This design comes from an exercise in tuning for small area and a short achievable clock period on the open sky130 flow, not from production work.
RTL that was checked went through simulation tests only; none was proved equivalent to the original.
For runs 1 to 3, 5 and 6, only the layout was checked, not whether the RTL still works.
Power figures rest on the tool's default switching activity, not on a simulated workload.

## run.sh

```bash
#!/bin/bash
# synth_recipe.tcl (not shown) runs the flow's synth.tcl, then flattens the netlist and writes it again
# the make line also repeats each setting of config.mk as NAME=value (left out here)
make -C /OpenROAD-flow-scripts/flow DESIGN_CONFIG=/design/flow/config.mk WORK_HOME=/design/flow/orfs CLKGATE_MAP_FILE= SYNTH_SCRIPT=/design/flow/synth_recipe.tcl finish
```

## config.mk

```make
export PLATFORM = sky130hd
export DESIGN_NAME = fetch_dispatch_queue
export DESIGN_NICKNAME = fetch_dispatch_queue
export VERILOG_FILES = /design/flow/design.v
export SDC_FILE = /design/flow/constraint.sdc
export NUM_CORES = 4
export LEC_CHECK = 0
export CAP_MARGIN = 20
export CORE_MARGIN = 2
export CORE_UTILIZATION = 35
export SLEW_MARGIN = 20
```

## constraint.sdc

```tcl
create_clock -name core_clock -period 4.5 [get_ports {clk}]
set_input_delay 0.9000 -clock core_clock [delete_from_list [all_inputs] [get_ports {clk}]]
set_output_delay 0.9000 -clock core_clock [all_outputs]
set_load 0.01 [all_outputs]
```

## design.v

```verilog
module fetch_dispatch_queue #(
    parameter int ADDRESS_WIDTH = 10,
    parameter int DATA_WIDTH    = 32,
    parameter int IPC           = 4,
    parameter int DEPTH         = 16,
    parameter int PTR_WIDTH     = 4,
    parameter int OPCODE_WIDTH  = 7
) (
    input  logic                      clk,
    input  logic                      rst,
    input  logic [IPC*DATA_WIDTH-1:0] FET_bundle,
    input  logic [IPC-1:0]            FET_validMask,
    input  logic [ADDRESS_WIDTH-1:0]  FET_pc,
    input  logic                      FET_bundleValid,
    output logic                      FET_ready,
    output logic [DATA_WIDTH-1:0]     DEC_data,
    output logic [ADDRESS_WIDTH-1:0]  DEC_pc,
    output logic                      DEC_dataValid,
    input  logic                      DEC_ready,
    input  logic                      flush,
    output logic [PTR_WIDTH:0]        count
    ,output logic [15:0]              rtype_count
);
    localparam int CNT_W = PTR_WIDTH + 1;
    localparam int LW    = $clog2(IPC);
    localparam int AW    = ADDRESS_WIDTH;
    localparam int DW    = DATA_WIDTH;
    function automatic logic [PTR_WIDTH-1:0] ptr_add(input logic [PTR_WIDTH-1:0] a, input int k);
        ptr_add = '0;
        for (int v = 0; v < (1 << PTR_WIDTH); v++) begin
            if (a == PTR_WIDTH'(v)) ptr_add = PTR_WIDTH'(v + k);
        end
    endfunction
    function automatic logic [CNT_W-1:0] cnt_add(input logic [CNT_W-1:0] a, input int k);
        cnt_add = '0;
        for (int v = 0; v < (1 << CNT_W); v++) begin
            if (a == CNT_W'(v)) cnt_add = CNT_W'(v + k);
        end
    endfunction
    function automatic logic [15:0] inc16(input logic [15:0] a);
        logic c;
        for (int i = 0; i < 16; i++) begin
            c = 1'b1;
            for (int k = i - 1; k >= 0; k--) c = c & a[k];
            inc16[i] = a[i] ^ c;
        end
    endfunction
    logic [DW-1:0] mem_data [DEPTH];
    logic [AW-1:0] mem_pc   [DEPTH];
    logic [PTR_WIDTH-1:0] head;
    logic [PTR_WIDTH-1:0] tail;
    logic                 push;
    logic                 pop;
    assign FET_ready     = count <= CNT_W'(DEPTH - IPC);
    assign DEC_dataValid = count != '0;
    assign push          = FET_bundleValid && FET_ready && !flush;
    assign pop           = DEC_dataValid && DEC_ready && !flush;
    function automatic logic [IPC-1:0] f_nge(input logic [IPC-1:0] mask);
        int cnt;
        f_nge = '0;
        for (int mv = 0; mv < (1 << IPC); mv++) begin
            cnt = 0;
            for (int i = 0; i < IPC; i++) cnt = cnt + ((mv >> i) & 1);
            if (mask == IPC'(mv)) begin
                for (int k = 0; k < IPC; k++) f_nge[k] = cnt > k;
            end
        end
    endfunction
    function automatic logic [IPC-1:0] f_hit(input logic [IPC-1:0] mask, input logic [LW-1:0] tl, input int m);
        int pos;
        f_hit = '0;
        for (int mv = 0; mv < (1 << IPC); mv++) begin
            for (int t = 0; t < IPC; t++) begin
                pos = t;
                for (int i = 0; i < IPC; i++) begin
                    if (((mv >> i) & 1) != 0) begin
                        if (pos % IPC == m && mask == IPC'(mv) && tl == LW'(t)) f_hit[i] = 1'b1;
                        pos = pos + 1;
                    end
                end
            end
        end
    endfunction
    function automatic logic [AW-1:0] f_slot_pc(input logic [AW-1:0] pc, input int s);
        logic [AW-LW-1:0] hi_inc;
        logic             c;
        for (int b = 0; b < AW - LW; b++) begin
            c = 1'b1;
            for (int k = b - 1; k >= 0; k--) c = c & pc[LW+k];
            hi_inc[b] = pc[LW+b] ^ c;
        end
        f_slot_pc = '0;
        for (int lo = 0; lo < IPC; lo++) begin
            if (pc[LW-1:0] == LW'(lo)) begin
                f_slot_pc = {(lo + s >= IPC) ? hi_inc : pc[AW-1:LW], LW'(lo + s)};
            end
        end
    endfunction
    logic [IPC-1:0] nge;
    logic [IPC-1:0] hit     [IPC];
    logic [AW-1:0]  slot_pc [IPC];
    assign nge = f_nge(FET_validMask);
    for (genvar m = 0; m < IPC; m++) begin : g_hit
        assign hit[m]     = f_hit(FET_validMask, tail[LW-1:0], m);
        assign slot_pc[m] = f_slot_pc(FET_pc, m);
    end
    logic [DW-1:0] lane_data [IPC];
    logic [AW-1:0] lane_pc   [IPC];
    for (genvar m = 0; m < IPC; m++) begin : g_lane
        logic [DW-1:0] d_terms [IPC];
        logic [AW-1:0] p_terms [IPC];
        for (genvar i = 0; i < IPC; i++) begin : g_term
            assign d_terms[i] = {DW{hit[m][i]}} & FET_bundle[i*DW +: DW];
            assign p_terms[i] = {AW{hit[m][i]}} & slot_pc[i];
        end
        assign lane_data[m] = d_terms[0] | d_terms[1] | d_terms[2] | d_terms[3];
        assign lane_pc[m]   = p_terms[0] | p_terms[1] | p_terms[2] | p_terms[3];
    end
    logic [DEPTH-1:0] tail_oh;
    for (genvar j = 0; j < DEPTH; j++) begin : g_tail_oh
        assign tail_oh[j] = tail == PTR_WIDTH'(j);
    end
    for (genvar j = 0; j < DEPTH; j++) begin : g_entry
        logic we;
        assign we = push && ((tail_oh[j] && nge[0]) || (tail_oh[(j + DEPTH - 1) % DEPTH] && nge[1]) ||
                             (tail_oh[(j + DEPTH - 2) % DEPTH] && nge[2]) || (tail_oh[(j + DEPTH - 3) % DEPTH] && nge[3]));
        always_ff @(posedge clk) begin
            if (we) begin
                mem_data[j] <= lane_data[j % IPC];
                mem_pc[j]   <= lane_pc[j % IPC];
            end
        end
    end
    logic [PTR_WIDTH-1:0] tail_nx;
    logic [CNT_W-1:0]     count_nx;
    assign tail_nx = nge[3] ? ptr_add(tail, 4) : nge[2] ? ptr_add(tail, 3) : nge[1] ? ptr_add(tail, 2) :
                     nge[0] ? ptr_add(tail, 1) : tail;
    logic [CNT_W-1:0] count_push;
    logic [CNT_W-1:0] count_push_pop;
    assign count_push     = nge[3] ? cnt_add(count, 4) : nge[2] ? cnt_add(count, 3) : nge[1] ? cnt_add(count, 2) :
                            nge[0] ? cnt_add(count, 1) : count;
    assign count_push_pop = nge[3] ? cnt_add(count, 3) : nge[2] ? cnt_add(count, 2) : nge[1] ? cnt_add(count, 1) :
                            nge[0] ? count : cnt_add(count, -1);
    assign count_nx = push ? (pop ? count_push_pop : count_push) : (pop ? cnt_add(count, -1) : count);
    always_ff @(posedge clk or negedge rst) begin
        if (!rst) begin
            head  <= '0;
            tail  <= '0;
            count <= '0;
        end else if (flush) begin
            head  <= '0;
            tail  <= '0;
            count <= '0;
        end else begin
            if (push) begin
                tail <= tail_nx;
            end
            if (pop) begin
                head <= ptr_add(head, 1);
            end
            count <= count_nx;
        end
    end
    assign DEC_data = mem_data[head];
    assign DEC_pc   = mem_pc[head];
    localparam logic [OPCODE_WIDTH-1:0] RTYPE_OPCODE = OPCODE_WIDTH'(7'b0110011);
    always_ff @(posedge clk or negedge rst) begin
        if (!rst) begin
            rtype_count <= '0;
        end else if (pop && DEC_data[OPCODE_WIDTH-1:0] == RTYPE_OPCODE) begin
            rtype_count <= inc16(rtype_count);
        end
    end
endmodule
```

==> results of run 1 <==
sequential cells by signal, indices dropped and copies added (netlist names):
register	count
mem_data	512
mem_pc	160
rtype_count	16
head	4
tail	4
count	5
worst max path at each step:
stage / start / end / slack [ns] / depth (start not counted)
after floorplan: FET_validMask[1] / mem_data[7][0]$_DFFE_PP_ / -0.12 / 9
after global placement: FET_validMask[0] / mem_data[0][4]$_DFFE_PP_ / 0.41 / 8
after detailed placement: FET_pc[0] / mem_pc[15][3]$_DFFE_PP_ / 0.32 / 7
after CTS: head[0]$_DFFE_PN0P_ / DEC_pc[3] / 0.05 / 9
after global routing: head[3]$_DFFE_PN0P_ / DEC_pc[3] / 0.05 / 8
final: head[1]$_DFFE_PN0P_ / DEC_pc[0] / 0.09 / 7
report_power, final:
group          total (mW)  internal [mW]  switching, mW
clock                5.99           3.43           2.56
sequential           8.20           8.02          0.180
combinational        5.94           2.07           3.86
worst register-to-register path, stage by stage, from the launching register on:
cell,delay (ns)
dfrtp_1,0.49
ha_1,0.49
or3b_1,0.44
a31oi_1,0.29
nand2_1,0.26
nor2_1,0.34
o211ai_1,0.40
nor3_4,0.27
buf_12,0.37
synth_stat cells (all sizes together), types with 13 or more instances:
cell,count,area share (%)
mux2i,20,0.63
nor2b,15,0.30
a221o,19,0.60
nand2b,23,0.45
a31oi,13,0.26
inv,22,0.26
o22ai,13,0.26
o22a,33,0.91
a222oi,137,4.3
xnor2,24,0.69
dfrtp,29,2.3
a22o,62,1.7
and2,19,0.38
o21ai,71,1.1
nand3,77,1.3
a21oi,84,1.3
nand4,24,0.52
a221oi,59,1.6
a22oi,162,3.9
nor2,119,1.4
nor3,29,0.47
nand2,340,4.0
buf,45,0.85
edfxtp,672,64
clkbuf,156,1.9
cells by family (layout without fill, tap and decap cells):
| group | count (synthesis) | after routing |
|---|---|---|
| buf+inv | 224 | 513 |
| flops | 701 | 701 |
| simple gates | 704 | 704 |
| mux | 30 | 30 |
| compound gates | 741 | 741 |
| fa+ha+maj | 11 | 11 |
| xor+xnor | 34 | 34 |
timing repair:
item                                    in CTS  in global routing
buffers inserted                            12                  0
endpoints found under the setup margin      12                  2
resized for setup                            1                  3
pin swaps                                    5                  0
through the flow:
stage / instance area [um2] / setup WS [ns]
final: 38600 / 0.0856
after global routing: 38600 / 0.0483
after CTS: 38600 / 0.0480
after detailed placement: 36200 / 0.320
after global placement: 36200 / 0.410
after floorplan: 31700 / -0.117
layer usage:
| metal | part of all wire [%] | GRT usage (%) | vias to the layer above |
|---|---|---|---|
| met5 | 0.011 | 0 | - |
| met4 | 3.0 | 7.79 | 2 |
| met3 | 13 | 5.31 | 289 |
| met2 | 46 | 41.0 | 2092 |
| met1 | 38 | 34.5 | 12500 |
| li1 | - | - | 10400 |
cell usage in the layout (no fill, tap or decap), types with 23 or more instances in the layout:
| master | synthesis | final |
|---|---|---|
| clkbuf_16 | 0 | 73 |
| a21oi_1 | 84 | 83 |
| nand3_1 | 73 | 73 |
| a221oi_1 | 59 | 59 |
| a22o_1 | 62 | 62 |
| o22a_1 | 33 | 33 |
| xnor2_1 | 23 | 23 |
| dfrtp_1 | 29 | 26 |
| buf_12 | 0 | 36 |
| edfxtp_1 | 672 | 672 |
| o21ai_0 | 69 | 69 |
| a222oi_1 | 137 | 137 |
| nor2_1 | 115 | 93 |
| nand2_1 | 340 | 339 |
| nor2_4 | 0 | 24 |
| clkdlybuf4s50_1 | 0 | 211 |
| a22oi_1 | 161 | 161 |
| buf_4 | 4 | 113 |
| nand4_1 | 23 | 23 |
cell type report:
class,instances,area [um2],share of cell area [%]
sequential,701,20900,54.1
clock inverter,44,447,1.16
tap,1176,1470,3.81
clock buffer,86,1890,4.88
multi-input combinational,1520,10200,26.3
timing repair buffer,360,3680,9.53
inverter,23,86.3,0.223
==> flow_metrics.tcl, run 1 <==
set metrics [dict create \
    firstDrtPassIters 12 \
    min_period_over_period_pct 98.1 \
    clk_path_buf_depth 3 \
    cts_hold_buf 0 \
    setup_viol 0 \
    hold_depth 1 \
    ant_nets 0 \
    r2r-end "mem_data[3][17]$_DFFE_PP_" \
    synth_seq_area_share_pct 66.0 \
    stdcell_count 3910 \
    wl_per_cell_um 31.3 \
    holdPathEnd "rtype_count[15]$_DFFE_PN0P_" \
    cpMaxStageDelayCell "clkdlybuf4s50_1" \
    start_util_pct 35.2 \
    cp_data_arrival_time_ns 3.51 \
    core_area_um2 89900 \
    track_usage_pct 25.5 \
    cts_root_buf "clkbuf_16" \
    dp_cells 3768 \
    tritoncts "yes" \
    final_nets 2836 \
    place_congestion 0.914 \
    grt_pass1_wl_mm 173 \
    status "no timing/DRC/antenna violations" \
    drc 0 \
    cp.buffers_inverters 4 \
    path_max_fanout 27 \
    grt_max_degree 51 \
    synth_edf_count 672 \
    grt_pass1_vias 24400 \
    muxShareOfSynthArea_pct 0.999 \
    synth_simple_gate_area_share_pct 10.3 \
    finalHoldViolCount 0 \
    synth_xor_area_share_pct 0.964 \
    yosys_warnings 15 \
    hp-class "reg -> reg" \
    pin_count 212 \
    die_w_um 305 \
    drive_above_1_share_pct 12.4 \
    min_period_ns 4.41 \
    worst_slew_pin_slew_ns 1.07 \
    rrSetupSlack_ns 0.75 \
    r2r_start "count[3]$_DFFE_PN0P_" \
    drv_cap 0 \
    max_slew_margin_pct 28.2 \
    syn_to_final_growth_pct 22.0 \
    crit_path_frequent_cell "buf_4" \
    post-route-util_pct 43.0 \
    crit_type "reg -> out" \
    slew_viol_final 0 \
    portBuffers 211 \
    clk_latency_ns 0.63 \
    crit_family "buffers and inverters" \
    via_count 25200 \
    synth_cell_types 85 \
    totalWireLength_mm 122 \
    die_h_um 305 \
    antenna_found_initial 1 \
    r2r_cells 8 \
    ys_seq_elements 701 \
    critPathLaunchType "register" \
    dieArea_um2 92900 \
    whs_ns 0.475 \
    max_freq_mhz 227 \
    postSynth.asyncResetShare_pct 4.14 \
    rsz0062_at_grt "false" \
    synth_cells 2445 \
    first_iter_violations 4823 \
    crit_required_ns 3.60 \
    ys.flop_type "edfxtp_1" \
    leakage_nw 13.0 \
    cts.sinks 701 \
    synth_area_um2 31700 \
    synthAdderAreaFrac_pct 0.427 \
    endpoint_kind "primary output" \
    setup_tns_ns 0 \
    finalPower_mw 20.1 \
    fin_worst_skew_ns 0.0168 \
    numCtsBuffers 73 \
    synth_compound_area_share_pct 18.3 \
    syn-num-nets 2602 \
    grt-ovfl-total 0 \
    synth_top_family_by_area "compound AO/OA/AOI/OAI gates" \
    cp_cell_sequence "buf_4 > buf_4 > nor2_1 > nand2_2 > buf_12 > o22a_1 > clkdlybuf4s50_1" \
    htreeDepth 3 \
    fill_cells 8037 \
    avgViaCountPerCell 6.45 \
    clk_pin_slew_ns 0.06 \
    slowest_delay_ns 0.53 \
    worstHoldStart "rtype_count[15]$_DFFE_PN0P_" \
    hpwlAfterDp_mm 75.0 \
    n_antenna_cell 0 \
    avgSynthCellArea_um2 13.0 \
    placementRows 110 \
    peakVddDrop_v 0.000270 \
    pwr_density_cell_nw_per_um2 521 \
]
==> run 2, diff against run 1 <==
--- a/design.v
+++ b/design.v
@@ -49,3 +49,3 @@
     logic [AW-1:0] mem_pc   [DEPTH];
-    logic [PTR_WIDTH-1:0] head;
+    logic [PTR_WIDTH-1:0] head_nx;    
     logic [PTR_WIDTH-1:0] tail;
@@ -146,8 +146,8 @@
         if (!rst) begin
-            head  <= '0;
-            tail  <= '0;
+            head_nx <= PTR_WIDTH'(1);
+            tail    <= '0;
             count <= '0;
         end else if (flush) begin
-            head  <= '0;
-            tail  <= '0;
+            head_nx <= PTR_WIDTH'(1);
+            tail    <= '0;
             count <= '0;
@@ -158,3 +158,3 @@
             if (pop) begin
-                head <= ptr_add(head, 1);
+                head_nx <= ptr_add(head_nx, 1);
             end
@@ -163,4 +163,34 @@
     end
-    assign DEC_data = mem_data[head];
-    assign DEC_pc   = mem_pc[head];
+    logic [IPC-1:0] first_oh;
+    logic [DW-1:0]  first_data;
+    logic [AW-1:0]  first_pc;
+    assign first_oh[0] = FET_validMask[0];
+    for (genvar i = 1; i < IPC; i++) begin : g_first
+        assign first_oh[i] = FET_validMask[i] && FET_validMask[i-1:0] == '0;
+    end
+    always_comb begin
+        first_data = '0;
+        first_pc   = '0;
+        for (int i = 0; i < IPC; i++) begin
+            first_data = first_data | ({DW{first_oh[i]}} & FET_bundle[i*DW +: DW]);
+            first_pc   = first_pc   | ({AW{first_oh[i]}} & slot_pc[i]);
+        end
+    end
+    logic [DW-1:0] out_data;
+    logic [AW-1:0] out_pc;
+    logic          take_next;
+    logic          take_new;
+    assign take_next = pop && count != CNT_W'(1);
+    assign take_new  = count == '0 || (pop && count == CNT_W'(1));
+    always_ff @(posedge clk) begin
+        if (take_new) begin
+            out_data <= first_data;
+            out_pc   <= first_pc;
+        end else if (take_next) begin
+            out_data <= mem_data[head_nx];
+            out_pc   <= mem_pc[head_nx];
+        end
+    end
+    assign DEC_data = out_data;
+    assign DEC_pc   = out_pc;
     localparam logic [OPCODE_WIDTH-1:0] RTYPE_OPCODE = OPCODE_WIDTH'(7'b0110011);
==> flow_metrics.tcl, run 2 <==
set metrics [dict create \
    finalHoldViolCount 0 \
    clk_latency_ns 0.67 \
    cts_root_buf "clkbuf_16" \
    reg_top3 "mem_data (512), mem_pc (160), out_data (32)" \
    placed_cell_area_um2 39800 \
    postSynth.asyncResetShare_pct 3.90 \
    max_slew_margin_pct 18.5 \
    mostFrequentLayoutCell "edfxtp_1" \
    cp_data_arrival_time_ns 3.96 \
    die_w_um 321 \
    start_util_pct 35.2 \
    path_max_fanout 14 \
    synth_seq_area_share_pct 63.2 \
    final_cell_mix "edfxtp_1, nand2_1, clkdlybuf4s50_1" \
    cts_setup_buffers 0 \
    synth_area_um2 35100 \
    grt-ovfl-total 0 \
    core_area_um2 99700 \
    place_congestion 0.908 \
    final-seq-area_um2 22200 \
    drc 0 \
    largest-register "mem_data" \
    setup_tns_ns 0 \
    yosysTopAreaCell "edfxtp_1" \
    syn-num-nets 2942 \
    firstDrtPassIters 13 \
    synthTopCellsByArea "edfxtp_1, a222oi_1, nand2_1" \
    antenna_found_initial 2 \
    portBuffers 211 \
    multiInputGateArea_um2 12000 \
    totalWireLength_mm 149 \
    endpoint_kind "register" \
    yosys_warnings 15 \
    htreeDepth 3 \
    worst_slew_pin_slew_ns 1.22 \
    grt_pass1_vias 27500 \
    synth_cell_types 99 \
    pin_count 212 \
    die_h_um 321 \
    largest_reg_flops 512 \
    peakVddDrop_v 0.000274 \
    min_period_over_period_pct 80.4 \
    fill_cells 9044 \
    tritoncts "yes" \
    fin_worst_skew_ns 0.0412 \
    critPathLaunchType "input port" \
    min_period_ns 3.62 \
    post-place-ws_ns 0.258 \
    ys_top_cells_by_count "edfxtp_1, nand2_1, a22oi_1, a222oi_1, nor2_1" \
    max_freq_mhz 276 \
    clk_path_buf_depth 3 \
    first_iter_violations 5542 \
    leakage_nw 14.2 \
    via_count 28900 \
    fin_ws_ns 0.882 \
    track_usage_pct 28.2 \
    grt_max_degree 55 \
    cts_hold_buf 0 \
    numCtsBuffers 81 \
    clk_pin_slew_ns 0.06 \
    synth_cells 2787 \
    ys_seq_elements 743 \
    rsz0062_at_grt "false" \
    crit_type "in -> reg" \
    synth_edf_count 714 \
    ant_nets 0 \
    slew_viol_final 0 \
    avgViaCountPerCell 6.62 \
    ctsResizeCount 0 \
    avgSynthCellArea_um2 12.6 \
    drv_cap 0 \
    yosys.area.top_type_share_pct 61.1 \
    wl_per_cell_um 34.1 \
    cts.sinks 743 \
    placementRows 116 \
    status "no timing/DRC/antenna violations" \
    crit_required_ns 4.84 \
    stdcell_count 4370 \
    final_nets 3168 \
    design_area_um2 42400 \
    hpwlAfterDp_mm 96.8 \
    finalPower_mw 22.7 \
    dieArea_um2 103000 \
    pwr_density_cell_nw_per_um2 535 \
    drive_above_1_share_pct 13.2 \
    grt_pass1_wl_mm 207 \
    yosys.cell_count.top_type "edfxtp_1" \
    hp-class "reg -> reg" \
    dp_cells 4228 \
    ys.flop_type "edfxtp_1" \
    syn_to_final_growth_pct 20.8 \
    setup_viol 0 \
]
run 2: changes by cell type in the layout (fill, tap and decap cells not counted), moves of 13 or more:
| cell | previous run | this run |
|---|---|---|
| o22ai_1 | 13 | 32 |
| o21ai_0 | 69 | 117 |
| nand2_1 | 339 | 393 |
| a222oi_1 | 137 | 158 |
| mux2i_1 | 20 | 46 |
| nand3_1 | 73 | 53 |
| o22a_1 | 33 | 1 |
| a32oi_1 | 7 | 25 |
| edfxtp_1 | 672 | 714 |
| nor2_1 | 93 | 125 |
| o221ai_1 | 3 | 29 |
| buf_4 | 113 | 135 |
| a22o_1 | 62 | 49 |
| mux2_2 | 9 | 34 |
run 2: metrics by stage:
step / hold slack (ns) / util [%]
after floorplan: 0.507 / -
after global placement: 0.460 / 39.9
after detailed placement: 0.487 / 39.9
after CTS: 0.497 / 42.5
after global routing: 0.506 / 42.5
final: 0.488 / 42.5
run 2: cells by family (layout without fill, tap and decap cells):
family	Yosys count	count (layout)	share of synthesized area (%)
compound gates	878	878	19.4
xor+xnor	34	34	0.849
fa+ha+maj	10	10	0.342
buf+inv	265	548	3.51
flops	743	743	63.2
mux	82	82	2.53
other cells	0	2	0
simple gates	775	775	10.2
run 2: power breakdown:
part	total (mW)	switching, mW	leakage (nW)	internal, mW
combinational	6.90	4.62	5.99	2.28
clock	6.59	2.85	1.25	3.74
sequential	9.17	0.461	6.96	8.70
total	22.7	7.93	14.2	14.7
run 2: worst max-delay path, stage by stage:
cell and delay, ns:
clkdlybuf4s50_1 0.55, ha_1 0.44, or3_1 0.56, o21ai_1 0.44, nor2_1 0.07, a2111oi_0 0.73, o21ai_0 0.26
run 2: routing by layer:
| layer | GRT usage (%) | wire, um | vias up |
|---|---|---|---|
| met3 | 6.63 | 20400 | 432 |
| met1 | 37.5 | 54400 | 14200 |
| li1 | - | - | 11700 |
| met5 | 0 | 27 | - |
| met2 | 43.3 | 66500 | 2561 |
| met4 | 13.6 | 7580 | 4 |
run 2: area by class of cell:
type,count,area share [%]
sequential,743,52.4
multi-input combinational,1779,28.3
timing repair buffer,383,9.17
clock buffer,96,4.92
tap,1298,3.83
clock inverter,44,1.19
inverter,25,0.222
antenna,2,0.0118
run 2: path summary, 6_finish.rpt:
kind	startpoint	end	slack (ns)	cells past startpoint
setup / recovery	FET_pc[1]	out_pc[2]$_DFFE_PP_	0.88	7
hold / removal	rtype_count[15]$_DFFE_PN0P_	rtype_count[15]$_DFFE_PN0P_	0.49	1
setup reg to reg	head_nx[3]$_DFFE_PN0P_	out_data[7]$_DFFE_PP_	0.95	8
hold reg to reg	rtype_count[15]$_DFFE_PN0P_	rtype_count[15]$_DFFE_PN0P_	0.49	1
max in group asynchronous	rst	head_nx[0]$_DFFE_PN1P_	3.03	2
min in group asynchronous	rst	rtype_count[6]$_DFFE_PN0P_	0.76	1
==> run 3, diff against run 2 <==
--- a/config.mk
+++ b/config.mk
@@ -9,3 +9,4 @@
 export CORE_MARGIN = 2
-export CORE_UTILIZATION = 35
+export CORE_UTILIZATION = 50
+export SETUP_SLACK_MARGIN = 1.2
 export SLEW_MARGIN = 20
==> flow_metrics.tcl, run 3 <==
set metrics [dict create \
    hpwlAfterDp_mm 95.3 \
    hp-class "reg -> reg" \
    drive_above_1_share_pct 14.6 \
    synth_edf_count 714 \
    placementRows 97 \
    rrSetupSlack_ns 1.18 \
    critPathLaunchType "register" \
    finalPower_mw 22.7 \
    final_cell_mix "edfxtp_1, nand2_1, clkdlybuf4s50_1" \
    syn_to_final_growth_pct 20.6 \
    ant_nets 0 \
    ys_top_cells_by_count "edfxtp_1, nand2_1, a22oi_1, a222oi_1, nor2_1" \
    post-route-util_pct 60.6 \
    holdPathEnd "rtype_count[15]$_DFFE_PN0P_" \
    fin_ws_ns 1.18 \
    cts_root_buf "clkbuf_16" \
    min_period_over_period_pct 73.8 \
    die_h_um 269 \
    ys.flop_type "edfxtp_1" \
    critPathLaunch "head_nx[3]$_DFFE_PN0P_" \
    portBuffers 211 \
    path_max_fanout 44 \
    wl_met1_mm 54.5 \
    yosysTopAreaCell "edfxtp_1" \
    cts.sinks 743 \
    grt_max_degree 49 \
    core_area_um2 69800 \
    yosys.cell_count.top_type "edfxtp_1" \
    r2r_start "head_nx[3]$_DFFE_PN0P_" \
    grt-ovfl-total 0 \
    via_count 29900 \
    yosys.area.top_type_share_pct 61.1 \
    first_iter_violations 6436 \
    synth_cells 2787 \
    clk_latency_ns 0.65 \
    wl_met3_mm 25.1 \
    status "no timing/DRC/antenna violations" \
    yosys_warnings 15 \
    clk_path_buf_depth 3 \
    cp_data_arrival_time_ns 3.71 \
    mostFrequentLayoutCell "edfxtp_1" \
    reg_top3 "mem_data (512), mem_pc (160), out_data (32)" \
    max_slew_margin_pct 24.5 \
    drv_cap 0 \
    avgViaCountPerCell 7.40 \
    synth_seq_area_share_pct 63.2 \
    synth_cell_types 99 \
    numCtsBuffers 79 \
    wl_per_cell_um 38.4 \
    track_usage_pct 42.0 \
    slowest_delay_ns 0.72 \
    htreeDepth 3 \
    antenna_found_initial 9 \
    start_util_pct 50.3 \
    die_w_um 269 \
    hold_depth 1 \
    largest_reg_flops 512 \
    clk_pin_slew_ns 0.06 \
    cpMaxStageDelayCell "nor2_1" \
    crit_required_ns 4.89 \
    final-seq-area_um2 22200 \
    avgSynthCellArea_um2 12.6 \
    finalHoldViolCount 0 \
    r2r-end "out_pc[5]$_DFFE_PP_" \
    largest-register "mem_data" \
    endpoint_kind "register" \
    place_congestion 0.954 \
    drc 0 \
    peakVddDrop_v 0.000416 \
    grt_pass1_vias 28300 \
    leakage_nw 14.4 \
    synthTopCellsByArea "edfxtp_1, a222oi_1, nand2_1" \
    post-place-ws_ns 0.285 \
    pin_count 212 \
    crit_type "reg -> reg" \
    ys_seq_elements 743 \
    r2r_cells 7 \
    worst_slew_pin_slew_ns 1.12 \
    rsz0062_at_grt "true" \
    cp_cell_sequence "buf_12 > nand2b_1 > nor2_1 > a22oi_1 > o211ai_1 > o22ai_1 > a21oi_1" \
    synth_area_um2 35100 \
    dr_wl_met2_mm 65.1 \
    grt_pass1_wl_mm 212 \
    fin_worst_skew_ns 0.0237 \
    max_freq_mhz 301 \
    tritoncts "yes" \
    final_nets 3195 \
    setup_tns_ns 0 \
    pwr_density_cell_nw_per_um2 536 \
    dieArea_um2 72300 \
    firstDrtPassIters 12 \
    postSynth.asyncResetShare_pct 3.90 \
    stdcell_count 4043 \
    min_period_ns 3.32 \
    worstHoldStart "rtype_count[15]$_DFFE_PN0P_" \
    slew_viol_final 0 \
    routed.top_layer "met5" \
    setup_viol 0 \
    dp_cells 3874 \
    multiInputGateArea_um2 12100 \
    totalWireLength_mm 155 \
    fill_cells 5498 \
    syn-num-nets 2942 \
]
run 3: layout make-up:
cell class                      instances  share of cell area, %
Sequential cell                       743                   52.4
Inverter                               25                  0.222
Timing Repair Buffer                  412                   10.2
Antenna cell                            7                 0.0414
Clock buffer                           96                   4.92
Tap cell                              940                   2.78
Clock inverter                         41                  0.875
Multi-Input combinational cell       1779                   28.5
run 3: worst max path at each step:
stage | end | slack [ns] | depth (start not counted)
after floorplan | mem_data[7][0]$_DFFE_PP_ | 0.93 | 8
after global placement | mem_data[3][20]$_DFFE_PP_ | 0.30 | 7
after detailed placement | mem_data[3][20]$_DFFE_PP_ | 0.28 | 7
after CTS | FET_ready | 1.21 | 3
after global routing | mem_pc[10][9]$_DFFE_PP_ | 1.19 | 7
final | out_pc[5]$_DFFE_PP_ | 1.18 | 7
run 3: kinds of logic after synthesis:
family / share of synthesized area (%)
compound gates: 19.4
simple gates: 10.2
flops: 63.2
buf+inv: 3.51
mux: 2.53
xor+xnor: 0.849
fa+ha+maj: 0.342
run 3: layer usage:
layer  vias up  global-route usage [%]
li1      11800                       -
met1     14500                    57.2
met4         6                    23.5
met5         -                       0
met3       636                    12.6
met2      2998                    60.3
run 3: per-stage QoR:
step | hold slack (ns) | instance area (um2)
2_1_floorplan | 0.507 | 35300
3_3_place_gp | 0.469 | 39500
3_5_place_dp | 0.475 | 39500
4_1_cts | 0.488 | 42200
5_1_grt | 0.509 | 42300
6_report | 0.487 | 42300
run 3: where the power goes:
part / internal (mW) / switching [mW] / total (mW)
sequential: 8.70 / 0.447 / 9.15
combinational: 2.41 / 4.79 / 7.19
clock: 3.59 / 2.77 / 6.36
run 3: critical path, delay by kind of cell, from the launching register on:
family / cells / cell delay (ns)
buffers and inverters: 1 / 0.24
flip-flops: 1 / 0.60
AO/OA/AOI/OAI: 4 / 1.07
AND/OR/NAND/NOR: 2 / 1.08
run 3: what timing repair did:
item,4_1_cts,5_1_grt
hold buffers,0,0
buffers inserted,18,7
endpoints found under the setup margin,263,378
gates cloned,0,0
resized for setup,10,11
pin swaps,4,3
==> run 4, diff against run 3 <==
--- a/design.v
+++ b/design.v
@@ -24,3 +24,9 @@
     localparam int CNT_W = PTR_WIDTH + 1;
-    localparam int LW    = $clog2(IPC);
+    function automatic int f_log2_ceil(input int v);
+        f_log2_ceil = 0;
+        for (int r = 0; r < 31; r++) begin
+            if ((1 << r) < v) f_log2_ceil = r + 1;
+        end
+    endfunction
+    localparam int LW    = f_log2_ceil(IPC);
     localparam int AW    = ADDRESS_WIDTH;
==> flow_metrics.tcl, run 4 <==
set metrics [dict create \
    wl_met1_mm 54.5 \
    wl_per_cell_um 38.4 \
    firstDrtPassIters 12 \
    yosysTopAreaCell "edfxtp_1" \
    min_period_over_period_pct 73.8 \
    htreeDepth 3 \
    die_h_um 269 \
    final_cell_mix "edfxtp_1, nand2_1, clkdlybuf4s50_1" \
    p_int_mw 14.7 \
    yosys.area.top_type_share_pct 61.1 \
    combPwrFrac_pct 31.7 \
    postSynth.asyncResetShare_pct 3.90 \
    max_slew_margin_pct 24.5 \
    pin_count 212 \
    hpwlAfterDp_mm 95.3 \
    cp_data_arrival_time_ns 3.71 \
    path_max_fanout 44 \
    synth_edf_count 714 \
    via_count 29900 \
    start_util_pct 50.3 \
    mostFrequentLayoutCell "edfxtp_1" \
    numCtsBuffers 79 \
    final_nets 3195 \
    syn-num-nets 2942 \
    dr_wl_met2_mm 65.1 \
    portBuffers 211 \
    totalWireLength_mm 155 \
    ant_nets 0 \
    seqPwrFrac_pct 40.3 \
    synth_seq_area_share_pct 63.2 \
    placementRows 97 \
    slew_viol_final 0 \
    cts.sinks 743 \
    worst_slew_pin_slew_ns 1.12 \
    crit_required_ns 4.89 \
    peakVddDrop_v 0.000416 \
    drc 0 \
    setup_viol 0 \
    rsz0062_at_grt "true" \
    antenna_found_initial 9 \
    pwr_density_cell_nw_per_um2 536 \
    leakage_nw 14.4 \
    drive_above_1_share_pct 14.6 \
    p_clk_share_pct 28.0 \
    largest_reg_flops 512 \
    synth_cell_types 99 \
    crit_type "reg -> reg" \
    avgSynthCellArea_um2 12.6 \
    status "no timing/DRC/antenna violations" \
    hp-class "reg -> reg" \
    grt_max_degree 49 \
    grt_pass1_vias 28300 \
    synthTopCellsByArea "edfxtp_1, a222oi_1, nand2_1" \
    track_usage_pct 42.0 \
    wl_met3_mm 25.1 \
    core_area_um2 69800 \
    cts_root_buf "clkbuf_16" \
    grt-ovfl-total 0 \
    avgViaCountPerCell 7.40 \
    fill_cells 5498 \
    die_w_um 269 \
    ys.flop_type "edfxtp_1" \
    min_period_ns 3.32 \
    reg_top3 "mem_data (512), mem_pc (160), out_data (32)" \
    cts_hold_buf 0 \
    routed.top_layer "met5" \
    finalHoldViolCount 0 \
    grt_pass1_wl_mm 212 \
    clk_path_buf_depth 3 \
    clk_latency_ns 0.65 \
    fin_ws_ns 1.18 \
    yosys_warnings 15 \
    drv_cap 0 \
    yosys.cell_count.top_type "edfxtp_1" \
    critPathLaunchType "register" \
    first_iter_violations 6436 \
    dieArea_um2 72300 \
    setup_tns_ns 0 \
    max_freq_mhz 301 \
    p_switching_mw 8.00 \
    endpoint_kind "register" \
    swShare_pct 35.2 \
    ys_top_cells_by_count "edfxtp_1, nand2_1, a22oi_1, a222oi_1, nor2_1" \
    ys_seq_elements 743 \
    place_congestion 0.954 \
    clk_pin_slew_ns 0.06 \
    post-place-ws_ns 0.285 \
    synth_area_um2 35100 \
    fin_worst_skew_ns 0.0237 \
    tritoncts "yes" \
    synth_cells 2787 \
    largest-register "mem_data" \
    syn_to_final_growth_pct 20.6 \
]
run 4: cell counts after synthesis:
Identical to the previous run, type by type.
run 4: timing repair:
item / CTS / global route
hold endpoints to repair: 0 / 0
endpoints found under the setup margin: 263 / 378
setup buffers: 18 / 7
resized for setup: 10 / 11
pin swaps: 4 / 3
run 4: stage by stage:
stage | power [mW] | utilization (%) | std cells | hold slack [ns] | area (um2)
after floorplan | 12.5 | - | 2787 | 0.507 | 35300
after global placement | 15.9 | 56.5 | 3872 | 0.469 | 39500
after detailed placement | 16.0 | 56.6 | 3874 | 0.475 | 39500
after CTS | 22.3 | 60.4 | 4029 | 0.488 | 42200
after global routing | 23.2 | 60.6 | 4040 | 0.509 | 42300
final | 22.7 | 60.6 | 4043 | 0.487 | 42300
run 4: layout make-up:
type / instances / area, um2 / area share (%)
inverter: 25 / 93.8 / 0.222
multi-input combinational: 1779 / 12100 / 28.5
tap: 940 / 1180 / 2.78
sequential: 743 / 22200 / 52.4
clock buffer: 96 / 2080 / 4.92
clock inverter: 41 / 370 / 0.875
timing repair buffer: 412 / 4310 / 10.2
antenna: 7 / 17.5 / 0.0414
run 4: critical path, stage by stage (launching register included):
cell      delay, ns
dfrtp_4        0.60
buf_12         0.24
nand2b_1       0.36
nor2_1         0.72
a22oi_1        0.20
o211ai_1       0.26
o22ai_1        0.20
a21oi_1        0.41
run 4: worst paths after layout:
check	to	start	slack, ns	depth (start not counted)
max reg2reg	out_pc[5]$_DFFE_PP_	head_nx[3]$_DFFE_PN0P_	1.18	7
min in group asynchronous	count[2]$_DFFE_PN0P_	rst	0.67	2
max in group asynchronous	head_nx[3]$_DFFE_PN0P_	rst	3.49	2
min reg2reg	rtype_count[15]$_DFFE_PN0P_	rtype_count[15]$_DFFE_PN0P_	0.49	1
max	out_pc[5]$_DFFE_PP_	head_nx[3]$_DFFE_PN0P_	1.18	7
min	rtype_count[15]$_DFFE_PN0P_	rtype_count[15]$_DFFE_PN0P_	0.49	1
run 4: kinds of logic (layout without fill, tap and decap cells):
family          after synthesis  after routing  share of synthesized area, %
simple gates                775            775                          10.2
mux                          82             82                          2.53
xor+xnor                     34             34                         0.849
flops                       743            743                          63.2
buf+inv                     265            574                          3.51
compound gates              878            878                          19.4
fa+ha+maj                    10             10                         0.342
other cells                   0              7                             0
run 4: per-layer routing:
| layer | vias to the layer above | global-route usage (%) |
|---|---|---|
| met2 | 2998 | 60.3 |
| met4 | 6 | 23.5 |
| met1 | 14500 | 57.2 |
| met5 | - | 0 |
| met3 | 636 | 12.6 |
| li1 | 11800 | - |
run 4: power by group through the flow:
stage / Clock (mW) / Combinational (mW) / Sequential [mW]
detailed placement: 0 / 6.67 / 9.32
finish: 6.36 / 7.19 / 9.15
floorplan: 0 / 3.41 / 9.10
global route: 6.64 / 7.35 / 9.20
CTS: 6.37 / 6.82 / 9.15
global placement: 0 / 6.58 / 9.31
==> run 5, diff against run 4 <==
--- a/design.v
+++ b/design.v
@@ -24,9 +24,3 @@
     localparam int CNT_W = PTR_WIDTH + 1;
-    function automatic int f_log2_ceil(input int v);
-        f_log2_ceil = 0;
-        for (int r = 0; r < 31; r++) begin
-            if ((1 << r) < v) f_log2_ceil = r + 1;
-        end
-    endfunction
-    localparam int LW    = f_log2_ceil(IPC);
+    localparam int LW    = $clog2(IPC);
     localparam int AW    = ADDRESS_WIDTH;
==> flow/run.sh (new file) <==
#!/bin/bash
# Standard layout, but with plain buffers (not delay cells) on the ports.
set -o pipefail
cp standard.sh standard.sh.txt 2>/dev/null
export BUFFER_PORTS_ARGS="-buffer_cell sky130_fd_sc_hd__buf_2"
bash standard.sh > standard.log 2>&1
==> standard.sh (new file) <==
#!/bin/bash
# synth_recipe.tcl (not shown) runs the flow's synth.tcl, then flattens the netlist and writes it again
# the make line also repeats each setting of config.mk as NAME=value (left out here)
make -C /OpenROAD-flow-scripts/flow DESIGN_CONFIG=/design/flow/config.mk WORK_HOME=/design/flow/orfs CLKGATE_MAP_FILE= SYNTH_SCRIPT=/design/flow/synth_recipe.tcl "${@:-finish}"
--- a/config.mk
+++ b/config.mk
@@ -9,4 +9,3 @@
 export CORE_MARGIN = 2
-export CORE_UTILIZATION = 50
-export SETUP_SLACK_MARGIN = 1.2
+export CORE_UTILIZATION = 35
 export SLEW_MARGIN = 20
removed: run.sh
==> flow_metrics.tcl, run 5 <==
set metrics [dict create \
    ys_seq_elements 743 \
    critPathLaunchType "register" \
    cp_data_arrival_time_ns 4.08 \
    pwr_density_cell_nw_per_um2 549 \
    synth_cells 2787 \
    reg_top3 "mem_data (512), mem_pc (160), out_data (32)" \
    drive_above_1_share_pct 20.5 \
    dr_wl_met2_mm 66.8 \
    p_int_mw 14.8 \
    r2r-end "out_data[16]$_DFFE_PP_" \
    grt_pass1_wl_mm 209 \
    grt-ovfl-total 0 \
    largest_reg_flops 512 \
    max_freq_mhz 270 \
    crit_required_ns 4.88 \
    r2r_cells 7 \
    grt_pass1_vias 27600 \
    rsz0062_at_grt "false" \
    core_area_um2 99700 \
    tritoncts "yes" \
    cp_cell_sequence "and2_1 > buf_4 > a22oi_1 > o211ai_1 > a2111oi_0 > buf_4 > o31ai_1" \
    synth_area_um2 35100 \
    leakage_nw 14.3 \
    endpoint_kind "register" \
    drv_cap 0 \
    die_h_um 321 \
    pin_count 212 \
    syn_to_final_growth_pct 17.9 \
    path_max_fanout 39 \
    dieArea_um2 103000 \
    mostFrequentLayoutCell "edfxtp_1" \
    syn-num-nets 2942 \
    track_usage_pct 28.6 \
    final_cell_mix "edfxtp_1, nand2_1, buf_2" \
    rrSetupSlack_ns 0.79 \
    clk_path_buf_depth 3 \
    postSynth.asyncResetShare_pct 3.90 \
    finalHoldViolCount 0 \
    synthTopCellsByArea "edfxtp_1, a222oi_1, nand2_1" \
    cts_root_buf "clkbuf_16" \
    synth_seq_area_share_pct 63.2 \
    portBuffers 211 \
    ctsResizeCount 0 \
    min_period_over_period_pct 82.4 \
    synth_edf_count 714 \
    cts_setup_buffers 0 \
    slew_viol_final 0 \
    first_iter_violations 6049 \
    placementRows 116 \
    antenna_found_initial 19 \
    crit_family "compound AO/OA/AOI/OAI gates" \
    start_util_pct 35.2 \
    largest-register "mem_data" \
    crit_type "reg -> reg" \
    wl_met1_mm 53.6 \
    cts_hold_buf 0 \
    final_nets 3157 \
    p_switching_mw 7.94 \
    peakVddDrop_v 0.000336 \
    post-route-util_pct 41.5 \
    wl_per_cell_um 34.6 \
    status "no timing/DRC/antenna violations" \
    numCtsBuffers 80 \
    synth_cell_types 99 \
    crit_path_frequent_cell "buf_4" \
    drc 0 \
    setup_viol 0 \
    clk_latency_ns 0.66 \
    place_congestion 0.927 \
    yosys.area.top_type_share_pct 61.1 \
    slowest_delay_ns 0.92 \
    die_w_um 321 \
    firstDrtPassIters 13 \
    avgViaCountPerCell 6.70 \
    ys.flop_type "edfxtp_1" \
    htreeDepth 3 \
    via_count 29300 \
    routed.top_layer "met5" \
    min_period_ns 3.71 \
    ant_nets 0 \
    hp-class "in -> async" \
    max_slew_margin_pct 18.4 \
    cpMaxStageDelayCell "a2111oi_0" \
    worst_slew_pin_slew_ns 1.22 \
    grt_max_degree 50 \
    yosys.cell_count.top_type "edfxtp_1" \
    r2r_start "head_nx[3]$_DFFE_PN0P_" \
    yosys_warnings 15 \
    fin_worst_skew_ns 0.0233 \
    p_clk_share_pct 30.7 \
    totalWireLength_mm 151 \
    setup_tns_ns 0 \
    avgSynthCellArea_um2 12.6 \
    combPwrFrac_pct 28.9 \
    clk_pin_slew_ns 0.06 \
    seqPwrFrac_pct 40.4 \
    wl_met3_mm 22.7 \
    hpwlAfterDp_mm 96.4 \
    cp.buffers_inverters 2 \
    swShare_pct 35.0 \
    yosysTopAreaCell "edfxtp_1" \
    ys_top_cells_by_count "edfxtp_1, nand2_1, a22oi_1, a222oi_1, nor2_1" \
    cts.sinks 743 \
]
## run 5: changes by cell type in the layout (fill, tap and decap cells not counted), moves of 6 or more
cell,previous run,this run
clkinv_2,13,21
buf_4,147,131
clkdlybuf4s50_1,207,0
clkinv_1,17,10
buf_2,0,209
bufinv_16,5,13
o21ai_0,111,117
buf_12,55,33
## run 5: routing by layer
layer  vias up  global-route usage (%)
met2      2751                    43.9
met3       539                    7.94
li1      11700                       -
met5         -                       0
met1     14200                    37.4
met4        20                    13.8
## run 5: kinds of logic after synthesis
logic type,Yosys count,share of synthesized area [%]
and+or+nand+nor,775,10.2
adders and majority gates,10,0.342
DFF,743,63.2
xor gates and xnor gates,34,0.849
AOI/OAI and AO/OA,878,19.4
buffers and inverters,265,3.51
muxes,82,2.53
## run 5: area by class of cell
type / instances / area [um2]
diodes: 4 / 10.0
well taps: 1298 / 1620
multi-input cells: 1779 / 12000
flip-flops and latches: 743 / 22200
inverters: 25 / 93.8
clock inverters: 53 / 657
fillers: 9107 / 58400
repair buffers: 373 / 2690
clock buffers: 94 / 2090
## run 5: power by group through the flow
stage               Clock [mW]  Sequential (mW)  Combinational (mW)
global placement             0             9.32                6.26
global route              7.24             9.22                6.77
finish                    6.96             9.17                6.55
detailed placement           0             9.32                6.27
floorplan                    0             9.11                3.37
CTS                       6.97             9.18                6.30
## run 5: metrics by stage
step                      setup WS, ns  instances  hold WS [ns]  total power [mW]  cell area [um2]
after floorplan                  0.141       2787         0.507              12.5            35100
final                            0.794       4369         0.317              22.7            41300
after global placement           0.668       4218         0.457              15.6            38600
after global routing             0.920       4369         0.376              23.2            41300
after detailed placement         0.627       4218         0.463              15.6            38600
after CTS                         1.03       4365         0.332              22.4            41300
## run 5: worst max path at each step
stage,to,cells past startpoint,from
2_1_floorplan,mem_data[14][0]$_DFFE_PP_,9,FET_validMask[2]
3_3_place_gp,mem_pc[7][1]$_DFFE_PP_,6,FET_validMask[1]
3_5_place_dp,mem_data[7][3]$_DFFE_PP_,6,FET_validMask[1]
4_1_cts,out_data[12]$_DFFE_PP_,6,head_nx[0]$_DFFE_PN1P_
5_1_grt,rtype_count[13]$_DFFE_PN0P_,6,out_data[2]$_DFFE_PP_
6_report,out_data[16]$_DFFE_PP_,7,head_nx[3]$_DFFE_PN0P_
==> run 6, diff against run 5 <==
--- a/design.v
+++ b/design.v
@@ -53,4 +53,2 @@
     logic                 pop;
-    assign FET_ready     = count <= CNT_W'(DEPTH - IPC);
-    assign DEC_dataValid = count != '0;
     assign push          = FET_bundleValid && FET_ready && !flush;
@@ -144,12 +142,31 @@
     assign count_nx = push ? (pop ? count_push_pop : count_push) : (pop ? cnt_add(count, -1) : count);
+    function automatic logic f_ready(input logic [CNT_W-1:0] c, input int k);
+        f_ready = cnt_add(c, k) <= CNT_W'(DEPTH - IPC);
+    endfunction
+    logic ready_push;
+    logic ready_push_pop;
+    logic ready_nx;
+    logic valid_nx;
+    assign ready_push     = nge[3] ? f_ready(count, 4) : nge[2] ? f_ready(count, 3) : nge[1] ? f_ready(count, 2) :
+                            nge[0] ? f_ready(count, 1) : FET_ready;
+    assign ready_push_pop = nge[3] ? f_ready(count, 3) : nge[2] ? f_ready(count, 2) : nge[1] ? f_ready(count, 1) :
+                            nge[0] ? FET_ready : f_ready(count, -1);
+    assign ready_nx = push ? (pop ? ready_push_pop : ready_push) : (pop ? f_ready(count, -1) : FET_ready);
+    assign valid_nx = (push && nge[0]) || (pop ? count != CNT_W'(1) : DEC_dataValid);
     always_ff @(posedge clk or negedge rst) begin
         if (!rst) begin
-            head_nx <= PTR_WIDTH'(1);
-            tail    <= '0;
-            count <= '0;
+            head_nx       <= PTR_WIDTH'(1);
+            tail          <= '0;
+            count         <= '0;
+            FET_ready     <= 1'b1;
+            DEC_dataValid <= 1'b0;
         end else if (flush) begin
-            head_nx <= PTR_WIDTH'(1);
-            tail    <= '0;
-            count <= '0;
+            head_nx       <= PTR_WIDTH'(1);
+            tail          <= '0;
+            count         <= '0;
+            FET_ready     <= 1'b1;
+            DEC_dataValid <= 1'b0;
         end else begin
+            FET_ready     <= ready_nx;
+            DEC_dataValid <= valid_nx;
             if (push) begin
--- a/config.mk
+++ b/config.mk
@@ -9,3 +9,4 @@
 export CORE_MARGIN = 2
-export CORE_UTILIZATION = 35
+export CORE_UTILIZATION = 50
+export SETUP_SLACK_MARGIN = 2.0
 export SLEW_MARGIN = 20
==> flow_metrics.tcl, run 6 <==
set metrics [dict create \
    tritoncts "yes" \
    rsz0062_at_grt "true" \
    muxShareOfSynthArea_pct 1.75 \
    pwr_density_cell_nw_per_um2 443 \
    grt-ovfl-total 0 \
    grt_pass1_wl_mm 227 \
    slew_viol_final 0 \
    final_nets 3374 \
    yosysTopAreaCell "edfxtp_1" \
    slowest_delay_ns 0.59 \
    finalPower_mw 19.9 \
    hp-class "in -> async" \
    start_util_pct 50.6 \
    cp_cell_sequence "buf_4 > nor2_2 > nand2_2 > buf_12 > nor2_1 > a311o_1 > o21ai_1 > buf_4" \
    synth_area_um2 35500 \
    avgViaCountPerCell 7.59 \
    wl_per_cell_um 40.1 \
    critPathLaunchType "register" \
    fin_ws_ns 1.83 \
    multiInputGateArea_um2 13400 \
    clk_pin_slew_ns 0.06 \
    placementRows 97 \
    grt_max_degree 52 \
    ys_seq_elements 745 \
    synth_compound_area_share_pct 20.1 \
    largest_reg_flops 512 \
    avgSynthCellArea_um2 12.7 \
    fill_cells 5358 \
    cp.depth 8 \
    syn_to_final_growth_pct 26.6 \
    endpoint_kind "register" \
    synthTopCellsByArea "edfxtp_1, a222oi_1, nand2_1" \
    yosys.cell_count.top_type "edfxtp_1" \
    crit_path_frequent_cell "buf_4" \
    crit_family "simple AND/OR/NAND/NOR gates" \
    design_area_um2 44900 \
    fin_worst_skew_ns 0.0325 \
    setup_tns_ns 0 \
    cts_root_buf "clkbuf_16" \
    hpwlAfterDp_mm 96.5 \
    finalHoldViolCount 0 \
    cts_hold_buf 0 \
    numCtsBuffers 79 \
    totalWireLength_mm 169 \
    via_count 32100 \
    cpMaxStageDelayCell "dfrtp_4" \
    drc 0 \
    path_max_fanout 28 \
    r2r_cells 8 \
    leakage_nw 15.9 \
    synth_edf_count 714 \
    synth_xor_area_share_pct 0.810 \
    first_iter_violations 7315 \
    firstDrtPassIters 14 \
    portBuffers 211 \
    dp_cells 3870 \
    synth_cells 2806 \
    stdcell_count 4221 \
    dieArea_um2 73200 \
    min_period_ns 2.67 \
    cts.sinks 745 \
    ys.flop_type "edfxtp_1" \
    crit_required_ns 4.90 \
    syn-num-nets 2967 \
    setup_viol 0 \
    synthAdderAreaFrac_pct 0.553 \
    cp.buffers_inverters 3 \
    synth_simple_gate_area_share_pct 10.3 \
    synth_seq_area_share_pct 62.6 \
    track_usage_pct 44.1 \
    postSynth.asyncResetShare_pct 4.16 \
    clk_latency_ns 0.67 \
    mostFrequentLayoutCell "edfxtp_1" \
    drive_above_1_share_pct 30.3 \
    antenna_found_initial 10 \
    cp_data_arrival_time_ns 3.07 \
    min_period_over_period_pct 59.4 \
    clk_path_buf_depth 3 \
    peakVddDrop_v 0.000321 \
    place_congestion 0.956 \
    placed_cell_area_um2 38400 \
    status "no timing/DRC/antenna violations" \
    whs_ns 0.314 \
    worst_slew_pin_slew_ns 0.874 \
    max_slew_margin_pct 41.7 \
    synth_top_family_by_area "compound AO/OA/AOI/OAI gates" \
    core_area_um2 70100 \
    final_cell_mix "edfxtp_1, nand2_1, buf_2" \
    pin_count 212 \
    ant_nets 0 \
    die_h_um 271 \
    yosys_warnings 15 \
    htreeDepth 3 \
    crit_type "reg -> reg" \
    ys_top_cells_by_count "edfxtp_1, nand2_1, a22oi_1, a222oi_1, nor2_1" \
    largest-register "mem_data" \
    yosys.area.top_type_share_pct 60.4 \
    max_freq_mhz 374 \
    post-place-ws_ns 0.784 \
    grt_pass1_vias 29900 \
    die_w_um 271 \
    drv_cap 0 \
    reg_top3 "mem_data (512), mem_pc (160), out_data (32)" \
    final-seq-area_um2 22200 \
    post-route-util_pct 64.1 \
    synth_cell_types 105 \
]
==> run 6: final cells by class <==
| class | instances | area share, % |
|---|---|---|
| Antenna cell | 7 | 0.0390 |
| Clock buffer | 98 | 4.65 |
| Clock inverter | 44 | 1.01 |
| Inverter | 22 | 0.214 |
| Multi-Input combinational cell | 1793 | 29.8 |
| Sequential cell | 745 | 49.5 |
| Tap cell | 940 | 2.62 |
| Timing Repair Buffer | 572 | 12.2 |
==> run 6: path summary, 6_finish.rpt <==
check	start	to	slack [ns]
min in group core_clock	rtype_count[15]$_DFFE_PN0P_	rtype_count[15]$_DFFE_PN0P_	0.48
max in group asynchronous	rst	head_nx[2]$_DFFE_PN0P_	3.59
max reg2reg	head_nx[2]$_DFFE_PN0P_	out_data[26]$_DFFE_PP_	1.83
min reg2reg	rtype_count[15]$_DFFE_PN0P_	rtype_count[15]$_DFFE_PN0P_	0.48
min	rst	rtype_count[10]$_DFFE_PN0P_	0.31
max	head_nx[2]$_DFFE_PN0P_	out_data[26]$_DFFE_PP_	1.83
==> run 6: where the power goes <==
part	total (mW)	internal, mW	switching, mW
logic	4.78	1.59	3.19
registers	8.57	8.35	0.228
clock network	6.56	3.73	2.84
==> run 6: per-layer routing <==
| layer | vias to the layer above | global-route usage, % | share of wire (%) |
|---|---|---|---|
| met5 | - | 0.197 | 0.061 |
| met4 | 12 | 26.3 | 8.1 |
| met3 | 887 | 16.5 | 17 |
| met2 | 3399 | 63.8 | 41 |
| met1 | 15500 | 56.5 | 33 |
| li1 | 12300 | - | - |
==> run 6: cells by family (layout without fill, tap and decap cells) <==
family | count (synthesis) | count (layout)
AOI/OAI and AO/OA | 914 | 914
and+or+nand+nor | 771 | 773
DFF | 745 | 745
buffers and inverters | 270 | 736
muxes | 58 | 58
xor gates and xnor gates | 32 | 32
adders and majority gates | 16 | 16
other | 0 | 7
==> run 6: what timing repair did <==
item                       4_1_cts  5_1_grt
gates resized for setup        271      165
hold endpoints to repair         0        0
setup endpoints to repair     1411     1003
buffers inserted               113       64
gates cloned                    13       12
pin swaps                       65       71
==> run 7, diff against run 6 <==
--- a/design.v
+++ b/design.v
@@ -24,3 +24,9 @@
     localparam int CNT_W = PTR_WIDTH + 1;
-    localparam int LW    = $clog2(IPC);
+    function automatic int f_log2_ceil(input int v);
+        f_log2_ceil = 0;
+        for (int r = 0; r < 31; r++) begin
+            if ((1 << r) < v) f_log2_ceil = r + 1;
+        end
+    endfunction
+    localparam int LW    = f_log2_ceil(IPC);
     localparam int AW    = ADDRESS_WIDTH;
@@ -49,3 +55,3 @@
     logic [AW-1:0] mem_pc   [DEPTH];
-    logic [PTR_WIDTH-1:0] head_nx;    
+    logic [DEPTH-1:0]     head_nx;    
     logic [PTR_WIDTH-1:0] tail;
@@ -157,3 +163,3 @@
         if (!rst) begin
-            head_nx       <= PTR_WIDTH'(1);
+            head_nx       <= DEPTH'(2);
             tail          <= '0;
@@ -163,3 +169,3 @@
         end else if (flush) begin
-            head_nx       <= PTR_WIDTH'(1);
+            head_nx       <= DEPTH'(2);
             tail          <= '0;
@@ -175,3 +181,3 @@
             if (pop) begin
-                head_nx <= ptr_add(head_nx, 1);
+                head_nx <= {head_nx[DEPTH-2:0], head_nx[DEPTH-1]};
             end
@@ -181,4 +187,2 @@
     logic [IPC-1:0] first_oh;
-    logic [DW-1:0]  first_data;
-    logic [AW-1:0]  first_pc;
     assign first_oh[0] = FET_validMask[0];
@@ -186,10 +190,2 @@
         assign first_oh[i] = FET_validMask[i] && FET_validMask[i-1:0] == '0;
-    end
-    always_comb begin
-        first_data = '0;
-        first_pc   = '0;
-        for (int i = 0; i < IPC; i++) begin
-            first_data = first_data | ({DW{first_oh[i]}} & FET_bundle[i*DW +: DW]);
-            first_pc   = first_pc   | ({AW{first_oh[i]}} & slot_pc[i]);
-        end
     end
@@ -201,9 +197,20 @@
     assign take_new  = count == '0 || (pop && count == CNT_W'(1));
+    logic [DW-1:0] out_data_nx;
+    logic [AW-1:0] out_pc_nx;
+    always_comb begin
+        out_data_nx = '0;
+        out_pc_nx   = '0;
+        for (int i = 0; i < IPC; i++) begin
+            out_data_nx = out_data_nx | ({DW{take_new && first_oh[i]}} & FET_bundle[i*DW +: DW]);
+            out_pc_nx   = out_pc_nx   | ({AW{take_new && first_oh[i]}} & slot_pc[i]);
+        end
+        for (int j = 0; j < DEPTH; j++) begin
+            out_data_nx = out_data_nx | ({DW{take_next && head_nx[j]}} & mem_data[j]);
+            out_pc_nx   = out_pc_nx   | ({AW{take_next && head_nx[j]}} & mem_pc[j]);
+        end
+    end
     always_ff @(posedge clk) begin
-        if (take_new) begin
-            out_data <= first_data;
-            out_pc   <= first_pc;
-        end else if (take_next) begin
-            out_data <= mem_data[head_nx];
-            out_pc   <= mem_pc[head_nx];
+        if (take_new || take_next) begin
+            out_data <= out_data_nx;
+            out_pc   <= out_pc_nx;
         end
--- a/config.mk
+++ b/config.mk
@@ -10,2 +10,3 @@
 export CORE_UTILIZATION = 50
+export CTS_BUF_LIST = sky130_fd_sc_hd__clkbuf_4 sky130_fd_sc_hd__clkbuf_8
 export SETUP_SLACK_MARGIN = 2.0
==> flow_metrics.tcl, run 7 <==
set metrics [dict create \
    status "no timing/DRC/antenna violations" \
    cts_root_buf "clkbuf_8" \
    crit_family "simple AND/OR/NAND/NOR gates" \
    syn-num-nets 2806 \
    final_cell_mix "edfxtp_1, nand2_1, buf_2" \
    tritoncts "yes" \
    r2r_start "out_data[4]$_DFFE_PP_" \
    p_int_mw 13.3 \
    die_w_um 266 \
    ant_nets 0 \
    placementRows 96 \
    rsz0062_at_grt "true" \
    fin_worst_skew_ns 0.0470 \
    numCtsBuffers 131 \
    critPathLaunchType "register" \
    htreeDepth 4 \
    final_nets 3089 \
    yosys.cell_count.top_type "edfxtp_1" \
    core_area_um2 68300 \
    leakage_nw 14.4 \
    antenna_found_initial 2 \
    ys_top_cells_by_count "edfxtp_1, nand2_1, a222oi_1, clkbuf_1, a22oi_1" \
    max_freq_mhz 395 \
    post-route-util_pct 60.2 \
    yosysTopAreaCell "edfxtp_1" \
    cp.buffers_inverters 1 \
    post-place-ws_ns 0.583 \
    avgSynthCellArea_um2 13.0 \
    wl_per_cell_um 37.2 \
    synth_area_um2 34400 \
    cts.sinks 757 \
    p_clk_share_pct 33.2 \
    endpoint_kind "register" \
    totalWireLength_mm 146 \
    peakVddDrop_v 0.000295 \
    avgViaCountPerCell 7.46 \
    yosys_warnings 15 \
    drive_above_1_share_pct 24.8 \
    portBuffers 211 \
    track_usage_pct 39.0 \
    dieArea_um2 70900 \
    p_switching_mw 6.07 \
    hpwlAfterDp_mm 80.3 \
    critPathLaunch "out_data[4]$_DFFE_PP_" \
    ys.flop_type "edfxtp_1" \
    grt_max_degree 43 \
    cp_data_arrival_time_ns 3.20 \
    start_util_pct 50.3 \
    synth_edf_count 714 \
    synthTopCellsByArea "edfxtp_1, a222oi_1, nand2_1" \
    cp_cell_sequence "nand4b_1 > nor4_4 > buf_6 > and4_4 > and4_4 > nand4_1 > xnor2_1" \
    die_h_um 266 \
    slowest_delay_ns 0.58 \
    cts_hold_buf 0 \
    grt_pass1_wl_mm 196 \
    first_iter_violations 6231 \
    crit_required_ns 5.17 \
    grt-ovfl-total 0 \
    seqPwrFrac_pct 45.1 \
    max_slew_margin_pct 37.1 \
    crit_type "reg -> reg" \
    pwr_density_cell_nw_per_um2 471 \
    clk_latency_ns 0.81 \
    setup_viol 0 \
    finalHoldViolCount 0 \
    place_congestion 0.965 \
    synth_cell_types 87 \
    setup_tns_ns 0 \
    clk_path_buf_depth 3 \
    worst_slew_pin_slew_ns 0.934 \
    fin_ws_ns 1.97 \
    syn_to_final_growth_pct 19.7 \
    postSynth.asyncResetShare_pct 5.68 \
    min_period_ns 2.53 \
    largest_reg_flops 512 \
    mostFrequentLayoutCell "edfxtp_1" \
    min_period_over_period_pct 56.3 \
    cpMaxStageDelayCell "nand4b_1" \
    swShare_pct 31.3 \
    grt_pass1_vias 27800 \
    combPwrFrac_pct 21.7 \
    path_max_fanout 4 \
    drv_cap 0 \
    pin_count 212 \
    clk_pin_slew_ns 0.06 \
    largest-register "mem_data" \
    yosys.area.top_type_share_pct 62.4 \
    firstDrtPassIters 10 \
    reg_top3 "mem_data (512), mem_pc (160), out_data (32)" \
    crit_path_frequent_cell "and4_4" \
    drc 0 \
    ys_seq_elements 757 \
    synth_seq_area_share_pct 65.5 \
    hp-class "in -> async" \
    slew_viol_final 0 \
    via_count 29200 \
    synth_cells 2644 \
]
## run 7: final timing paths
kind	end	slack, ns	cells after the start
max reg2reg	rtype_count[15]$_DFFE_PN0P_	1.97	7
max	rtype_count[15]$_DFFE_PN0P_	1.97	7
min in group core_clock	out_data[5]$_DFFE_PP_	0.47	3
max in group asynchronous	rtype_count[4]$_DFFE_PN0P_	3.82	2
min reg2reg	rtype_count[8]$_DFFE_PN0P_	0.48	1
min	count[3]$_DFFE_PN0P_	0.10	1
## run 7: worst register-to-register path, delay by kind of cell, from the launching register on
family,cells,cell delay [ns]
buffers and inverters,1,0.20
DFF,1,0.49
and+or+nand+nor,5,1.57
xor gates and xnor gates,1,0.16
## run 7: kinds of logic (layout without fill, tap and decap cells)
kind of cell / count (synthesis) / after routing / share of synthesized area, %
adder cells (fa/ha/maj): 16 / 16 / 0.579
buffers and inverters: 269 / 649 / 3.38
flip-flops: 757 / 757 / 65.5
multiplexers: 9 / 9 / 0.273
other: 0 / 4 / 0
AO/OA/AOI/OAI: 903 / 903 / 20.8
AND/OR/NAND/NOR: 661 / 664 / 8.64
XOR/XNOR: 29 / 29 / 0.826
## run 7: power by group through the flow
stage / combinational, mW / clock [mW] / sequential, mW
2_1_floorplan: 1.94 / 0 / 8.89
3_3_place_gp: 3.56 / 0 / 8.89
3_5_place_dp: 3.64 / 0 / 8.89
4_1_cts: 3.90 / 6.47 / 8.74
5_1_grt: 4.34 / 6.77 / 8.78
6_report: 4.20 / 6.44 / 8.75
## run 7: per-layer routing
layer | wire length (um) | global-route usage [%] | up-vias
li1 | - | - | 11500
met1 | 50600 | 51.3 | 14200
met2 | 64400 | 58.9 | 2867
met3 | 21600 | 10.3 | 563
met4 | 9130 | 21.8 | 4
met5 | 108 | 0.554 | -
## run 7: repair_timing
item / in CTS / in global routing
resized for setup: 91 / 85
pin swaps: 15 / 16
buffers inserted: 38 / 34
gates cloned: 2 / 6
setup endpoints to repair: 1281 / 1133
## run 7: cell type report
cell class	instances	area, um2
Multi-Input combinational cell	1621	11400
Sequential cell	757	22600
Antenna cell	4	10.0
Tap cell	882	1100
Fill cell	5262	27200
Inverter	23	87.6
Clock inverter	62	492
Clock buffer	171	2150
Timing Repair Buffer	393	3330
## run 7: stage by stage
stage	instance area, um2	hold slack [ns]	std cells	power [mW]
after floorplan	34600	0.508	2644	10.8
after global placement	36900	0.456	3594	12.4
after detailed placement	37000	0.481	3596	12.5
after CTS	40300	0.0702	3869	19.1
after global routing	41200	0.113	3910	19.9
final	41200	0.101	3913	19.4

-- port drivers added, routing unchanged --
How much do the figures lean on ideal ports? The routed layouts below were timed once more, with nothing changed but the port constraints.
Step 1 (the two cells are an assumption about what drives the block):
set clk [get_ports {clk}]
set_driving_cell -lib_cell sky130_fd_sc_hd__clkbuf_16 $clk
set_driving_cell -lib_cell sky130_fd_sc_hd__buf_2 [delete_from_list [all_inputs] $clk]
Step 2 moves the port delays by t, midway between the first and last clock arrival at a register: inputs arrive t later, outputs are due t later. That takes back most of the time a late clock gives input paths.
a / b / c = no drivers / after step 1 / after step 2; a / b = the first two.
run | t (ns) | setup slack, ns | hold slack, ns | worst data-port slew with drivers (ns)
run 1 | 0.676 | 0.086 / 0.025 / 0.220 | 0.475 / 0.475 / 0.475 | 0.14
run 2 | 0.718 | 0.882 / 0.914 / 0.197 | 0.488 / 0.488 / 0.488 | 0.08
run 3 | 0.704 | 1.177 / 1.177 / 0.575 | 0.487 / 0.487 / 0.487 | 0.11
run 4 | 0.704 | 1.177 / 1.177 / 0.575 | 0.487 / 0.487 / 0.487 | 0.11
run 5 | 0.717 | 0.794 / 0.794 / 0.560 | 0.317 / 0.263 / 0.467 | 0.12
run 6 | 0.724 | 1.829 / 1.829 / 1.251 | 0.314 / 0.269 / 0.479 | 0.08
run 7 | 0.855 | 1.966 / 1.966 / 1.180 | 0.101 / 0.060 / 0.482 | 0.12
After both steps setup and hold are still met in every run listed. The setup slack of run 7, which loses most, moves by 0.000 ns with the drivers and by -0.786 ns with both steps.
